From an optimization exercise on the open Yosys and OpenROAD flow, aimed at small area, a short achievable clock period and few clock cycles; shortcuts taken in it are not production practice.
Where RTL was checked, it was by simulation tests only, not by an equivalence proof against the original.
Only the layout flow was run in runs 2 and 3; the RTL was not checked for function there.
No activity file was given, so power comes from the tool's default toggle rates.

--- flow/design.v ---
package smme_pkg;
    localparam int unsigned FIELD_W = 32;
    localparam int unsigned ROW_W   = 5;
    typedef struct packed {
        logic [FIELD_W-1:0] base;
        logic [FIELD_W-1:0] expo;
        logic [FIELD_W-1:0] modulus;
        logic [5:0]         top;
        logic               empty;
    } t_job;
endpackage
module smme_step #(
    parameter int ARCH = 2
) (
    input  logic [31:0] i_r,
    input  logic        i_b,
    input  logic [31:0] i_y,
    input  logic [31:0] i_m,
    output logic [31:0] o_r
);
    logic [33:0] w_s;
    logic [34:0] w_d1, w_d2;
    logic        w_c0, w_c1, w_c2;
    smme_add #(34, ARCH) u_s (
        .i_a({1'b0, i_r, i_b}), .i_b({2'b00, i_y}), .i_c(1'b0),
        .o_s(w_s), .o_co(w_c0));
    smme_add #(35, ARCH) u_d1 (
        .i_a({1'b0, w_s}), .i_b(~{3'b000, i_m}), .i_c(1'b1),
        .o_s(w_d1), .o_co(w_c1));
    smme_add #(35, ARCH) u_d2 (
        .i_a({1'b0, w_s}), .i_b(~{2'b00, i_m, 1'b0}), .i_c(1'b1),
        .o_s(w_d2), .o_co(w_c2));
    assign o_r = !w_d2[34] ? w_d2[31:0] : (!w_d1[34] ? w_d1[31:0] : w_s[31:0]);
endmodule
module smme_add #(
    parameter int W = 32,
    parameter int ARCH = 1
) (
    input  logic [W-1:0] i_a,
    input  logic [W-1:0] i_b,
    input  logic         i_c,
    output logic [W-1:0] o_s,
    output logic         o_co
);
    logic [W-1:0] p, g, G, P;
    always_comb begin
        p = i_a ^ i_b;
        g = i_a & i_b;
        g[0] = g[0] | (p[0] & i_c);
        G = g;
        P = p;
        if (ARCH == 0) begin
            for (int i = 1; i < W; i++) begin
                G[i] = G[i] | (P[i] & G[i-1]);
                P[i] = P[i] & P[i-1];
            end
        end else if (ARCH == 1) begin
            for (int l = 0; (1 << l) < W; l++)
                for (int i = (2 << l) - 1; i < W; i += (2 << l)) begin
                    G[i] = G[i] | (P[i] & G[i - (1 << l)]);
                    P[i] = P[i] & P[i - (1 << l)];
                end
            for (int l = 6; l >= 0; l--)
                for (int i = 3 * (1 << l) - 1; i < W; i += (2 << l)) begin
                    G[i] = G[i] | (P[i] & G[i - (1 << l)]);
                    P[i] = P[i] & P[i - (1 << l)];
                end
        end else if (ARCH == 2) begin
            for (int l = 0; (1 << l) < W; l++)
                for (int i = 0; i < W; i++)
                    if ((i >> l) & 1) begin
                        G[i] = G[i] | (P[i] & G[((i >> l) << l) - 1]);
                        P[i] = P[i] & P[((i >> l) << l) - 1];
                    end
        end else begin
            for (int l = 0; (1 << l) < W; l++)
                for (int i = W - 1; i >= (1 << l); i--) begin
                    G[i] = G[i] | (P[i] & G[i - (1 << l)]);
                    P[i] = P[i] & P[i - (1 << l)];
                end
        end
        o_s[0] = p[0] ^ i_c;
        for (int i = 1; i < W; i++) o_s[i] = p[i] ^ G[i-1];
        o_co = G[W-1];
    end
endmodule
module square_multiply_modexp_trace #(
    parameter int unsigned EXP_WIDTH = 32,
    parameter int unsigned MOD_WIDTH = 32
) (
    input  logic         i_clk,
    input  logic         i_rst_n,
    input  logic         s_axis_tvalid,
    output logic         s_axis_tready,
    input  logic [95:0]  s_axis_tdata,
    output logic         m_axis_tvalid,
    input  logic         m_axis_tready,
    output logic [71:0]  m_axis_tdata,
    output logic         m_axis_tuser,
    output logic         m_axis_tlast
);
    logic q_idle, q_red, q_sqr, q_mul;
    logic [31:0] r_m;      
    logic [32:0] r_e;      
    logic        r_ez;     
    logic [31:0] r_b;      
    logic [31:0] r_acc;    
    logic [31:0] r_sq;     
    logic [4:0]  r_cnt;    
    logic        r_first;  
    logic        r_bz0;    
    logic [4:0]  r_row;
    logic        r_valid, r_bit, r_last, r_user;
    logic        r_sr, r_ar, r_ya, r_ys, r_bi;
    logic        r_srcb;   
    logic [31:0] w_r, w_y, w_res;
    assign w_r = ({32{r_sr}} & r_sq) | ({32{r_ar}} & r_acc);
    assign w_y = ({32{r_ya}} & r_acc) | ({32{r_ys}} & r_sq);
    smme_step u_step (
        .i_r(w_r), .i_b(r_bi), .i_y(w_y), .i_m(r_m),
        .o_r(w_res)
    );
    logic [31:0] w_src;
    logic [4:0]  w_lead, w_next;
    logic        w_last, w_xn, w_mskip, w_jump;
    assign w_mskip = q_sqr && r_srcb;
    assign w_src = r_srcb ? r_b : r_acc;           
    always_comb begin
        w_lead = 5'd0;
        for (int k = 1; k < 32; k++)
            if (w_src[k]) w_lead = 5'(k);
    end
    assign w_last = r_first ? (w_src[31:1] == 31'd0 || (q_red && r_bz0))
                            : (r_cnt == 5'd0);
    assign w_jump = w_mskip && w_lead != 5'd0;
    assign w_next = (r_first || w_mskip ? w_lead : r_cnt) - 5'd1;
    assign w_xn   = w_src[w_next];
    logic w_op, w_hold, w_run, w_end, w_empty, w_tomul, w_emit, w_done, w_gosq, w_skip;
    logic w_ebit, w_elast;
    assign w_ebit  = r_e[32];                      
    assign w_elast = (r_e[31:0] == 32'h8000_0000);   
    assign w_op    = q_red | q_sqr | q_mul;
    assign w_hold  = r_valid && !m_axis_tready;    
    assign w_run   = w_op && !w_hold && !(q_red && w_last && !w_ebit && !r_ez);
    assign w_end   = w_run && w_last;
    assign w_empty = q_red && r_ez;                
    assign w_tomul = q_sqr && w_ebit;
    assign w_emit  = w_end && !w_tomul;            
    assign w_done  = w_emit && (w_empty || w_elast);   
    assign w_gosq  = w_emit && !w_done;
    assign w_skip  = q_red && !w_ebit && !r_ez;
    always_ff @(posedge i_clk) begin
        if (q_idle) begin
            r_m   <= s_axis_tdata[95:64];
            r_e   <= {s_axis_tdata[63:32], 1'b1};
            r_ez  <= (s_axis_tdata[63:32] == 32'd0);
            r_b   <= s_axis_tdata[31:0];
            r_bz0 <= (s_axis_tdata[31:0] == 32'd0) || (s_axis_tdata[63:32] == 32'd0);
            r_first <= 1'b1;
            r_srcb <= 1'b1;
            r_sr <= 1'b0;
            r_ar <= 1'b0;
            r_ya <= 1'b0;
            r_ys <= 1'b0;
            r_bi <= (s_axis_tdata[31:0] != 32'd0) && (s_axis_tdata[63:32] != 32'd0);
        end else begin
            if (w_skip || w_gosq) r_e <= {r_e[31:0], 1'b0};
            if (q_sqr && r_first && r_row == 5'd0) r_b <= r_acc;
            if (w_run) begin
                r_first <= w_end && !w_jump;
                r_cnt   <= w_next;
                if (w_end)
                    r_srcb <= w_tomul;
                else
                    r_srcb <= !q_sqr || (w_next == 5'd0 && w_ebit);
                if (w_jump) begin
                    r_sr <= 1'b0;
                    r_ar <= 1'b1;
                    r_ya <= 1'b0;
                    r_ys <= w_xn;
                    r_bi <= 1'b0;
                end else if (w_end) begin
                    r_sr <= 1'b0;
                    r_ar <= 1'b0;
                    r_ya <= w_gosq;
                    r_ys <= w_tomul;
                    r_bi <= 1'b0;
                end else begin
                    r_sr <= q_sqr;
                    r_ar <= !q_sqr;
                    r_ya <= w_xn && q_sqr;
                    r_ys <= w_xn && q_mul;
                    r_bi <= w_xn && q_red;
                end
            end
        end
        if (w_run) begin
            if (q_sqr) begin
                r_sq <= w_res;
                if (w_end) r_acc <= w_res;
            end else begin
                r_acc <= w_res;
            end
        end
        if (w_emit) begin
            r_bit  <= !w_empty && (q_red || q_mul);
            r_row  <= q_red ? 5'd0 : r_row + 5'd1;
            r_last <= w_done;
            r_user <= w_empty;
        end
        if (!i_rst_n) begin
            q_idle  <= 1'b1;
            q_red   <= 1'b0;
            q_sqr   <= 1'b0;
            q_mul   <= 1'b0;
            r_valid <= 1'b0;
        end else begin
            r_valid <= w_emit || w_hold;
            if (q_idle && s_axis_tvalid) begin
                q_idle <= 1'b0;
                q_red  <= 1'b1;
            end
            if (w_end) begin
                q_red  <= 1'b0;
                q_sqr  <= w_gosq;
                q_mul  <= w_tomul;
                q_idle <= w_done;
            end
        end
    end
    assign s_axis_tready = q_idle;
    assign m_axis_tvalid = r_valid;
    assign m_axis_tdata  = {2'b00, r_row, r_acc,
                            (r_row == 5'd0) ? {31'd0, !r_user} : r_sq, r_bit};
    assign m_axis_tuser  = r_user;
    assign m_axis_tlast  = r_last;
endmodule
--- flow/flow/run.sh ---
#!/bin/bash
# Layout flow: the standard layout (standard.sh, ORFS from synthesis to
# finish, unchanged synthesis), except that every input and output port gets
# a sky130_fd_sc_hd__buf_1 as its port buffer instead of the default cell that
# buffer_ports picks. The full output goes to standard.log in the work folder;
# ORFS keeps each step's own log under orfs/logs.
set -euo pipefail
bash standard.sh "BUFFER_PORTS_ARGS=-buffer_cell sky130_fd_sc_hd__buf_1" finish > standard.log 2>&1
--- flow/standard.sh ---
#!/bin/bash
# synth_recipe.tcl (not shown) runs the flow's synth.tcl, then flattens the netlist and writes it again
# the make line also repeats each setting of config.mk as NAME=value (left out here)
make -C /OpenROAD-flow-scripts/flow DESIGN_CONFIG=/design/flow/config.mk WORK_HOME=/design/flow/orfs CLKGATE_MAP_FILE= SYNTH_SCRIPT=/design/flow/synth_recipe.tcl "${@:-finish}"
--- flow/config.mk ---
export PLATFORM = sky130hd
export DESIGN_NAME = square_multiply_modexp_trace
export DESIGN_NICKNAME = square_multiply_modexp_trace
export VERILOG_FILES = /design/flow/design.v
export SDC_FILE = /design/flow/constraint.sdc
export NUM_CORES = 4
export LEC_CHECK = 0
export CAP_MARGIN = 20
export CORE_MARGIN = 2
export CORE_UTILIZATION = 45
export CTS_BUF_LIST = sky130_fd_sc_hd__clkbuf_8
export CTS_CLUSTER_SIZE = 6
export PLACE_DENSITY = 0.7
export SETUP_SLACK_MARGIN = 5
export SLEW_MARGIN = 20
--- flow/constraint.sdc ---
create_clock -name core_clock -period 11.0 [get_ports {i_clk}]
set_input_delay 2.2000 -clock core_clock [delete_from_list [all_inputs] [get_ports {i_clk}]]
set_output_delay 2.2000 -clock core_clock [all_outputs]
set_load 0.01 [all_outputs]
==> impl_results.md, run 1 <==
* Status: complete, no violations
* Worst r2r dst: r_acc[0]
* Setup Skew at 0.0268 ns
* Area after DPL at 15000 um2
* Die area at 32600 um2
* VDD IR-drop max at 0.0800 mV
* Leak pwr at 6.22 nW
* Switching Share at 35.2%
* ANT nets after route at 0
* Critical Path Source: r_sq[0]
* Synth area leaders: edfxtp_1 38%, ha_1 8.8%, a22o_1 4.1%
* Largest net degree at the start of global routing at 94
* Synthesized flop and latch total at 188
* RSZ-0062 raised after global routing: true
* First-pass GRT wire length at 61100 um
* Die width at 180 um
* Clk network pwr share at 23.3%
* Die Y at 180 um
* Max_cap viols at 0
* Req. time, crit path at 11.24 ns
* Syn Inst Count at 1391
* Slowest stage delay, CP at 0.43 ns
* Top-Level Pins at 176
* Sequential fraction of the synthesis area at 39.4%
* Max Slew Vio Count at 0
* Main synth FF type: edfxtp_1
* Worst-path clk slew at 0.11 ns
* Setup Crit Path Kind: flop to flop
* DRC viols at 0
* Initial antenna violation count at 2
* Setup crit start kind: flop
* Reg power frac at 47.7%
* Yosys top cell by area: edfxtp_1
* Via count at 11800
* Combinational fraction of design power at 29.0%
* Switching Power at 0.712 mW
* Synthesis-to-layout area growth at 12.6%
* Internal power at 1.31 mW
* Nets at 1758
* CTS Root Cell: clkbuf_8
* Crit path capture type: flop
* Iteration count of the initial detailed-routing pass at 6
* Post-synth ARST share at 0%
* Yosys cell types at 92
* Design area at 15800 um2
* EDFF count, synth at 176
* CP max-delay cell: edfxtp_1
* Setup TNS at 0 ns
* GR Overflow Total at 0
* Buf/Inv on CP at 2
* Synth top area share at 37.7%
* Initial Utilization at 45.8%
* Synth warn at 3
* PwrDens at 128 nW/um2
* Core ar. at 30600 um2
* DP HPWL at 28600 um
* Min Tclk post-route at 5.76 ns
* Share of layout cells above drive strength 1 at 10.9%
* HP Class: flop to flop
* Vias per cell at 6.01
* CTS tree: built
* Worst r2r src: r_sq[0]
* FP Rows at 64
* Clk Latency, worst-skew pair at 0.50 ns
* Period utilization at 52.3%
* FF-to-FF path depth at 25
* GR Util All Layers at 23.6%
* Setup Viol. Count Final at 0
* Hold Vio Cnt, Final at 0
* Maximum clock frequency at 174 MHz
* Worst Path Max Fanout at 63
* CTS Hold Bufs at 0
* Iter 0 DRT Violations at 1295
* Number of port buffers at 173
* Worst R2R Setup Slack at 5.24 ns
* Vias in the first global route at 11200
* Slew HR at 38.2%
* H-tree depth at 4
* Clock Path Buffers at 2
* Worst-Margin Slew at 0.927 ns
* Worst Path Arrival at 5.99 ns
* Largest delay share family, worst path: compound AO/OA/AOI/OAI gates
* Critical Path Sink: r_acc[0]
* Critical Path Stages at 25
* Gpl congestion at 0.940
* Clock Sinks at 188
* CTS Buf Count at 17
* Mapped cell area at 14000 um2
* DR WL/cell at 20.1 um
* Mean Syn Cell Area at 10.1 um2
* Detailed Route WL at 39200 um
==> cell usage after synthesis (12+ instances only) <==
cell / number
dfxtp_1: 12
a211oi_1: 22
nor3_1: 36
xnor2_1: 38
nand2b_1: 14
ha_1: 99
nand2_1: 112
mux4_2: 13
nor4_1: 27
a21o_1: 32
o21ai_1: 19
nor3b_1: 12
nand3_1: 13
o21a_1: 13
fa_1: 15
xor2_1: 32
nor2b_1: 51
mux2_2: 32
a21oi_1: 95
clkbuf_1: 44
a22o_1: 65
nor2_1: 94
o21ai_0: 60
edfxtp_1: 176
inv_1: 77
==> flip-flops by register name, summed over array words and instances, names as in the netlist, 5 cells and up <==
register / count
r_acc: 32
r_b: 32
r_cnt: 5
r_e: 33
r_m: 32
r_row: 5
r_sq: 32
==> cells by family (layout without fill, tap and decap cells) <==
family / after synthesis / after routing / share of synthesized area, %
AO/OA/AOI/OAI: 395 / 399 / 19.8
XOR/XNOR: 72 / 72 / 4.61
adder cells (fa/ha/maj): 114 / 114 / 11.0
buffers and inverters: 146 / 307 / 4.43
flip-flops: 188 / 188 / 39.4
multiplexers: 56 / 56 / 5.47
other: 1 / 4 / 0.0268
AND/OR/NAND/NOR: 419 / 419 / 15.3
==> layout make-up <==
cell class                      instances  area [um2]
Antenna cell                            2        5.00
Multi-Input combinational cell       1062        8190
Sequential cell                       188        5540
Timing Repair Buffer                  196         858
Clock inverter                         15         156
Tap cell                              396         495
Inverter                               79         297
Clock buffer                           17         234
Fill cell                            2821       14800
==> worst min-delay path by stage <==
stage                       from  endpoint  slack, ns  cells past startpoint
after CTS                 r_e[0]    r_e[0]       0.51                      2
after floorplan           r_e[0]    r_e[0]       0.46                      2
after global placement    r_e[0]    r_e[0]       0.49                      2
final                     r_e[0]    r_e[0]       0.51                      2
after detailed placement  r_e[0]    r_e[0]       0.49                      2
after global routing      r_e[0]    r_e[0]       0.54                      2
==> tightest hold or removal path, delay by kind of cell, from the launching register on <==
kind / cells / cell delay (ns)
flip-flops: 1 / 0.35
buffers and inverters: 1 / 0.05
AO/OA/AOI/OAI: 1 / 0.07
==> power by group through the flow <==
stage                     logic, mW  registers (mW)  clock network, mW
after global routing          0.642           0.970              0.507
final                         0.586           0.963              0.472
after detailed placement      0.538           0.977                  0
after CTS                     0.565           0.960              0.482
after global placement        0.528           0.975                  0
after floorplan               0.404           0.945                  0
==> routing by layer <==
layer  part of all wire, %  up-vias  GRT usage (%)
met5                     0        -              0
met1                    45     5684           33.2
met3                   6.5       62           3.38
met2                    46      458           37.1
li1                      -     5555              -
met4                   2.9        0           8.97
==> what timing repair did <==
action / 4_1_cts / 5_1_grt
pin swaps: 4 / 7
resized for setup: 27 / 23
cloned: 4 / 0
buffers inserted: 2 / 10
setup endpoints to repair: 64 / 64
==> placed cells by master (no fill, tap or decap), types with 15 or more instances in the layout <==
cell type  count
nor4_1        26
xor2_1        31
clkbuf_8      17
buf_4         18
ha_1          98
o21ai_0       58
inv_1         77
o21ai_1       21
xnor2_1       37
mux2_2        32
fa_1          15
buf_1        173
nor2b_1       51
a21oi_1       87
nor2_1        94
a22o_1        65
nor3_1        36
a211oi_1      19
edfxtp_1     176
a21o_1        32
nand2_1      112
==> per-stage QoR <==
| step | total power, mW | utilization, % | hold WS [ns] | std cells | setup WS, ns |
|---|---|---|---|---|---|
| CTS | 2.01 | 50.9 | 0.510 | 1943 | 5.01 |
| global route | 2.12 | 51.6 | 0.541 | 1955 | 4.94 |
| detailed placement | 1.51 | 48.9 | 0.491 | 1905 | 3.56 |
| global placement | 1.50 | 48.9 | 0.491 | 1905 | 3.74 |
| finish | 2.02 | 51.6 | 0.513 | 1955 | 5.24 |
| floorplan | 1.35 | - | 0.455 | 1392 | 5.08 |
Testbench counts, summed over its fixed seeds: cycles 105,102.
==> run 2: changes to the inputs <==
--- a/flow/design.v
+++ b/flow/design.v
@@ -110,3 +110,2 @@
     logic        r_first;  
-    logic        r_bz0;    
     logic [4:0]  r_row;
@@ -132,3 +131,3 @@
     end
-    assign w_last = r_first ? (w_src[31:1] == 31'd0 || (q_red && r_bz0))
+    assign w_last = r_first ? (w_lead == 5'd0 || (q_red && r_ez))
                             : (r_cnt == 5'd0);
@@ -157,3 +156,2 @@
             r_b   <= s_axis_tdata[31:0];
-            r_bz0 <= (s_axis_tdata[31:0] == 32'd0) || (s_axis_tdata[63:32] == 32'd0);
             r_first <= 1'b1;
--- a/flow/config.mk
+++ b/flow/config.mk
@@ -9,6 +9,6 @@
 export CORE_MARGIN = 2
-export CORE_UTILIZATION = 45
+export CORE_UTILIZATION = 40
 export CTS_BUF_LIST = sky130_fd_sc_hd__clkbuf_8
-export CTS_CLUSTER_SIZE = 6
-export PLACE_DENSITY = 0.7
+export CTS_CLUSTER_SIZE = 8
+export PLACE_DENSITY = 0.85
 export SETUP_SLACK_MARGIN = 5
==> run 2 against run 1 <==
First-iteration DRC count rose by 22%. Design area rose by 5.6%. Die area rose by 12%.
==> impl_results.md, run 2 <==
* Gpl congestion at 0.934
* Sequential fraction of the synthesis area at 39.2%
* Die Y at 191 um
* CTS Root Cell: clkbuf_8
* Top reg by flops: r_e
* Maximum clock frequency at 158 MHz
* Slew HR at 27.2%
* Clk Latency, worst-skew pair at 0.51 ns
* Vias per cell at 6.23
* Commonest cells in the netlist: 175 x edfxtp_1, 129 x nand2_1, 99 x ha_1
* Req. time, crit path at 11.22 ns
* FP Rows at 68
* Core ar. at 34500 um2
* Leak pwr at 6.65 nW
* Hold Crit Depth at 2
* Iteration count of the initial detailed-routing pass at 7
* HP Class: flop to flop
* Setup crit start kind: flop
* Setup TNS at 0 ns
* Slowest stage delay, CP at 0.42 ns
* Fillers at 3034
* Worst-path clk slew at 0.11 ns
* Max Slew Vio Count at 0
* Worst R2R Setup Slack at 4.68 ns
* Clock Path Buffers at 2
* Worst-Margin Slew at 1.09 ns
* Final Worst Setup Slack at 4.68 ns
* Initial Utilization at 40.6%
* Post-synth ARST share at 0%
* Synth area leaders: edfxtp_1 38%, ha_1 8.8%, a22o_1 3.9%
* First-pass GRT wire length at 65100 um
* Synth warn at 3
* Setup Skew at 0.0238 ns
* Synthesis-to-layout area growth at 19.0%
* Highest-count cells in the layout ignoring fill and taps: 175 x edfxtp_1, 173 x buf_1, 113 x nand2_1
* ANT nets after route at 0
* Max_cap viols at 0
* Status: complete, no violations
* Via count at 13000
* Mapped cell area at 14000 um2
* Main synth FF type: edfxtp_1
* DP Worst Slack at 3.55 ns
* Largest net degree at the start of global routing at 111
* Worst Path Max Fanout at 8
* Mean Syn Cell Area at 9.86 um2
* Buf/Inv on CP at 3
* Footprint of the multi-input gates at 8470 um2
* Die area at 36500 um2
* DP HPWL at 30900 um
* Nets at 1827
* Share of layout cells above drive strength 1 at 15.0%
* Synthesized flop and latch total at 187
* CTS Buf Count at 17
* Clock Sinks at 187
* Setup Viol. Count Final at 0
* CP max-delay cell: edfxtp_1
* VDD IR-drop max at 0.0779 mV
* GR Overflow Total at 0
* CTS tree: built
* CTS Hold Bufs at 0
* Hold path endpoint: r_e[0]
* Hold Vio Cnt, Final at 0
* Most frequent cell after synthesis: edfxtp_1
* RSZ-0062 raised after global routing: true
* Setup Crit Path Kind: flop to flop
* Commonest non-fill, non-tap cell in the layout: edfxtp_1
* Hold Crit Start: r_e[0]
* H-tree depth at 4
* Hold slack at 0.516 ns
* Iter 0 DRT Violations at 1580
* EDFF count, synth at 175
* DRC viols at 0
* Vias in the first global route at 12100
* Worst r2r src: r_sq[0]
* PwrDens at 123 nW/um2
* Max reg flops at 33
* Min Tclk post-route at 6.32 ns
* Synth top area share at 37.5%
* Detailed Route WL at 46300 um
* Worst r2r dst: r_acc[23]
* Die width at 191 um
* Critical Path Source: r_sq[0]
* Largest delay share family, worst path: compound AO/OA/AOI/OAI gates
* Yosys top cell by area: edfxtp_1
* Number of port buffers at 173
* Fin util at 48.3%
* Overall power at 2.06 mW
* Crit path capture type: flop
* Register Area at 5510 um2
* GR Util All Layers at 23.0%
* Initial antenna violation count at 0
* Top-Level Pins at 176
* Period utilization at 57.4%
* Worst Path Arrival at 6.54 ns
* DR WL/cell at 22.3 um
* FF-to-FF path depth at 25
* Syn Inst Count at 1421
* Yosys cell types at 75
## run 2: cell type report
type                    instances  share of cell area (%)
clock inverters                15                   0.953
diodes                          1                  0.0150
clock buffers                  17                    1.40
well taps                     455                    3.42
multi-input cells            1084                    50.8
repair buffers                237                    8.43
flip-flops and latches        187                    33.0
inverters                      86                    1.94
## run 2: worst max-delay path by stage
stage,cells past startpoint,endpoint
2_1_floorplan,26,r_acc[20]
3_3_place_gp,23,r_acc[7]
4_1_cts,22,r_sq[26]
5_1_grt,25,r_acc[23]
3_5_place_dp,25,r_sq[3]
6_report,25,r_acc[23]
## run 2: report_power, final
| group | total (mW) | internal [mW] | leakage, nW | switching (mW) |
|---|---|---|---|---|
| registers | 0.958 | 0.871 | 1.82 | 0.0865 |
| logic | 0.624 | 0.263 | 4.64 | 0.361 |
| clock network | 0.476 | 0.187 | 0.198 | 0.288 |
## run 2: through the flow
| step | instances | cell area [um2] |
|---|---|---|
| after detailed placement | 1997 | 15100 |
| final | 2082 | 16700 |
| after floorplan | 1422 | 14100 |
| after global routing | 2081 | 16700 |
| after global placement | 1997 | 15100 |
| after CTS | 2052 | 15900 |
## run 2: repair_timing
| item | in CTS | in global routing |
|---|---|---|
| endpoints found under the setup margin | 64 | 64 |
| pin swaps | 7 | 36 |
| resized for setup | 45 | 102 |
| gates cloned | 3 | 7 |
| buffers inserted | 20 | 22 |
## run 2: cell families after synthesis
logic type / after synthesis / share of synthesized area, %
flops: 187 / 39.2
fa+ha+maj: 114 / 11.0
mux: 70 / 6.03
other cells: 1 / 0.0268
buf+inv: 151 / 4.22
simple gates: 435 / 15.7
xor+xnor: 69 / 4.31
compound gates: 394 / 19.5
## run 2: worst reg2reg max path, delay by kind of cell (launching register included)
family	cells	cell delay [ns]
AO/OA/AOI/OAI	12	2.71
adder cells (fa/ha/maj)	3	0.95
AND/OR/NAND/NOR	4	0.83
buffers and inverters	3	0.50
multiplexers	2	0.46
flip-flops	1	0.42
XOR/XNOR	1	0.18
## run 2: per-layer routing
metal  vias up  global-route usage (%)  wire length (um)
met4         0                    11.5              2740
li1       5721                       -                 -
met5         -                       0                 0
met1      6109                    28.2             17100
met2       906                    38.8             22200
met3       245                    4.15              4300
==> run 3: changes to the inputs <==
--- a/flow/design.v
+++ b/flow/design.v
@@ -131,3 +131,3 @@
     end
-    assign w_last = r_first ? (w_lead == 5'd0 || (q_red && r_ez))
+    assign w_last = r_first ? (w_src[31:1] == 31'd0 || (q_red && r_ez))
                             : (r_cnt == 5'd0);
--- a/flow/config.mk
+++ b/flow/config.mk
@@ -10,5 +10,3 @@
 export CORE_UTILIZATION = 40
-export CTS_BUF_LIST = sky130_fd_sc_hd__clkbuf_8
-export CTS_CLUSTER_SIZE = 8
-export PLACE_DENSITY = 0.85
+export PLACE_DENSITY = 0.75
 export SETUP_SLACK_MARGIN = 5
==> run 3 against run 2 <==
Still clean. Power rose by 1.9%. Worst setup slack improved by 0.19 ns. Sequential share of layout area fell by 0.29 points. First-iteration DRC count fell by 26%. Maximum frequency rose by 3.1%. Via count fell by 4.6%. Critical path depth did not move. Global-route usage fell by 0.13 points. Synthesized cell count rose by 0.99%. Final cell count barely moved. Combinational power fell by 15%. Wire length fell by 3.4%. Critical path type unchanged. Highest routed layer unchanged.
==> impl_results.md, run 3 <==
* Status: complete, no violations
* Mean Syn Cell Area at 10.1 um2
* CTS Buf Count at 17
* Setup Viol. Count Final at 0
* Post-synth ARST share at 0%
* Initial antenna violation count at 1
* Multiplexer share of the synthesized area at 7.98%
* GR Overflow Total at 0
* Highest-count cells in the layout ignoring fill and taps: 175 x edfxtp_1, 173 x buf_1, 110 x nand2_1
* First-pass GRT wire length at 67700 um
* Hold Crit Start: r_e[0]
* Worst-path clk slew at 0.08 ns
* Period utilization at 55.7%
* EDFF count, synth at 175
* Main synth FF type: edfxtp_1
* Worst R2R Setup Slack at 4.87 ns
* Worst r2r src: r_sq[0]
* Compound-Gate Fraction of Synth Area at 19.4%
* Largest net degree at the start of global routing at 105
* Hold Crit Depth at 1
* Top reg by flops: r_e
* Synth area leaders: edfxtp_1 36%, ha_1 8.6%, mux2i_1 4.4%
* Hold Vio Cnt, Final at 0
* Detailed Route WL at 44800 um
* Synthesized flop and latch total at 187
* Most frequent cell after synthesis: edfxtp_1
* FF-to-FF path depth at 25
* Maximum clock frequency at 163 MHz
* Iteration count of the initial detailed-routing pass at 6
* Worst Path Max Fanout at 6
* Req. time, crit path at 11.19 ns
* Worst-Margin Slew at 1.09 ns
* CTS Hold Bufs at 0
* Fin util at 47.2%
* DP HPWL at 31600 um
* Worst r2r dst: r_sq[23]
* Vias per cell at 5.95
* Via count at 12400
* CTS tree: built
* Synth Area in XOR/XNOR at 4.49%
* Crit path capture type: flop
* CTS Root Cell: clkbuf_16
* Leak pwr at 6.83 nW
* Min Tclk post-route at 6.13 ns
* DRC viols at 0
* Die width at 194 um
* FP Rows at 69
* Synth warn at 3
* DR WL/cell at 21.5 um
* Worst Path Arrival at 6.31 ns
* Iter 0 DRT Violations at 1162
* Yosys cell types at 91
* Synthesis-to-layout area growth at 16.5%
* Syn Inst Count at 1435
* Setup Skew at 0.0139 ns
* Main combinational cell family by area after synthesis: compound AO/OA/AOI/OAI gates
* VDD IR-drop max at 0.124 mV
* Commonest cells in the netlist: 175 x edfxtp_1, 115 x nand2_1, 99 x ha_1
* Clock Path Buffers at 2
* ANT nets after route at 0
* DP Worst Slack at 4.25 ns
* Max_cap viols at 0
* Final Worst Setup Slack at 4.87 ns
* Clock Sinks at 187
* Nets at 1819
* Gpl congestion at 0.910
* Vias in the first global route at 12300
* Synth top area share at 36.4%
* Top-Level Pins at 176
* Adder-Cell Fraction of Synth Area at 10.7%
* Initial Utilization at 40.6%
* Fillers at 3247
* Setup Crit Path Kind: flop to flop
* Setup TNS at 0 ns
* PwrDens at 125 nW/um2
* Sequential fraction of the synthesis area at 38.1%
* HP Class: flop to flop
* Die Y at 194 um
* Hold path endpoint: r_e[0]
* RSZ-0062 raised after global routing: true
* Post-synthesis simple-gate area fraction at 15.1%
* Max reg flops at 33
* Slew HR at 27.2%
* H-tree depth at 4
* Core ar. at 35600 um2
* Yosys top cell by area: edfxtp_1
* Mapped cell area at 14400 um2
* Number of port buffers at 173
* GR Util All Layers at 22.8%
* Share of layout cells above drive strength 1 at 12.8%
* Commonest non-fill, non-tap cell in the layout: edfxtp_1
* Setup crit start kind: flop
* Clk Latency, worst-skew pair at 0.46 ns
* Die area at 37600 um2
* Hold slack at 0.537 ns
* Max Slew Vio Count at 0
## run 3: area by class of cell
class	count	area [um2]	share of cell area (%)
Timing Repair Buffer	215	1130	6.75
Clock inverter	15	196	1.17
Inverter	77	294	1.75
Sequential cell	187	5500	32.8
Antenna cell	1	2.50	0.0149
Multi-Input combinational cell	1107	8670	51.6
Clock buffer	17	425	2.53
Tap cell	461	577	3.43
## run 3: through the flow
| stage | instances | instance area, um2 | power, mW |
|---|---|---|---|
| finish | 2080 | 16800 | 2.10 |
| global route | 2080 | 16800 | 2.17 |
| CTS | 2068 | 16500 | 2.07 |
| detailed placement | 2020 | 15500 | 1.40 |
| global placement | 2020 | 15500 | 1.39 |
| floorplan | 1436 | 14500 | 1.25 |
## run 3: logic make-up (layout without fill, tap and decap cells)
| group | after synthesis | in the layout |
|---|---|---|
| compound gates | 389 | 389 |
| xor+xnor | 74 | 74 |
| fa+ha+maj | 114 | 114 |
| buf+inv | 142 | 324 |
| flops | 187 | 187 |
| mux | 105 | 105 |
| other cells | 1 | 3 |
| simple gates | 423 | 423 |
## run 3: metal layers
| layer | GRT usage [%] | share of wire (%) | vias to the layer above |
|---|---|---|---|
| met5 | 0 | 0 | - |
| met4 | 9.12 | 3.7 | 0 |
| met3 | 3.29 | 6.8 | 104 |
| met2 | 38.8 | 48 | 553 |
| met1 | 29.3 | 41 | 5973 |
| li1 | - | - | 5748 |
## run 3: critical path: stages, from the launching register on
cell and delay [ns]:
edfxtp_1 0.42, a22o_1 0.26, ha_2 0.17, fa_2 0.34, a21o_1 0.16, a21o_1 0.20
a2111oi_4 0.34, o21ai_2 0.11, a21oi_2 0.19, a21oi_2 0.09, or2_4 0.26, fa_2 0.39
xor2_4 0.21, ha_4 0.23, a21o_1 0.17, a21o_1 0.18, a221o_1 0.34, a22oi_2 0.17
o31ai_2 0.11, a221o_1 0.40, a211oi_2 0.31, o21ai_4 0.16, buf_12 0.18, clkbuf_16 0.16
mux2i_1 0.16, mux2i_1 0.13
## run 3: power by group
part           switching (mW)  leakage, nW  internal (mW)
Clock                   0.325        0.300          0.330
Sequential             0.0644         1.82          0.849
Combinational           0.305         4.71          0.222
Total                   0.694         6.83           1.40
## run 3: worst max-delay path by stage
stage	startpoint	cells after the start	end
2_1_floorplan	r_ys	27	r_acc[22]
3_3_place_gp	r_ar	23	r_acc[8]
3_5_place_dp	r_ar	23	r_sq[8]
4_1_cts	r_sq[0]	24	r_sq[18]
5_1_grt	r_sq[0]	24	r_sq[26]
6_report	r_sq[0]	25	r_sq[23]
## run 3: timing repair
| action | in CTS | in global routing |
|---|---|---|
| endpoints found under the setup margin | 64 | 96 |
| pin swaps | 7 | 12 |
| resized for setup | 28 | 66 |
| buffers inserted | 12 | 9 |
| gates cloned | 4 | 2 |
| endpoints found under the hold margin | 0 | 0 |

==> re-timing with driven ports <==
How much do the figures lean on ideal ports? The routed layouts below were timed once more, with nothing changed but the port constraints.
Step 1, drivers: a clkbuf_16 drives i_clk and a buf_2 each remaining input, both assumed.
Step 2 times the ports against the registers' clock, not the clock port: input delays grow and output delays shrink by t, the midpoint of the rising clock arrivals with the driver on.
Three values: ideal, step 1, step 2; two values: the first two.
| run | shift t [ns] | slack for setup (ns) | latest minus earliest clock arrival (ns) |
|---|---|---|---|
| run 1 | 0.534 | 5.244 / 5.244 / 5.244 | 0.029 / 0.029 |
| run 2 | 0.549 | 4.685 / 4.685 / 4.685 | 0.024 / 0.024 |
| run 3 | 0.502 | 4.874 / 4.874 / 4.874 | 0.014 / 0.013 |
After both steps every run listed still meets setup and hold.
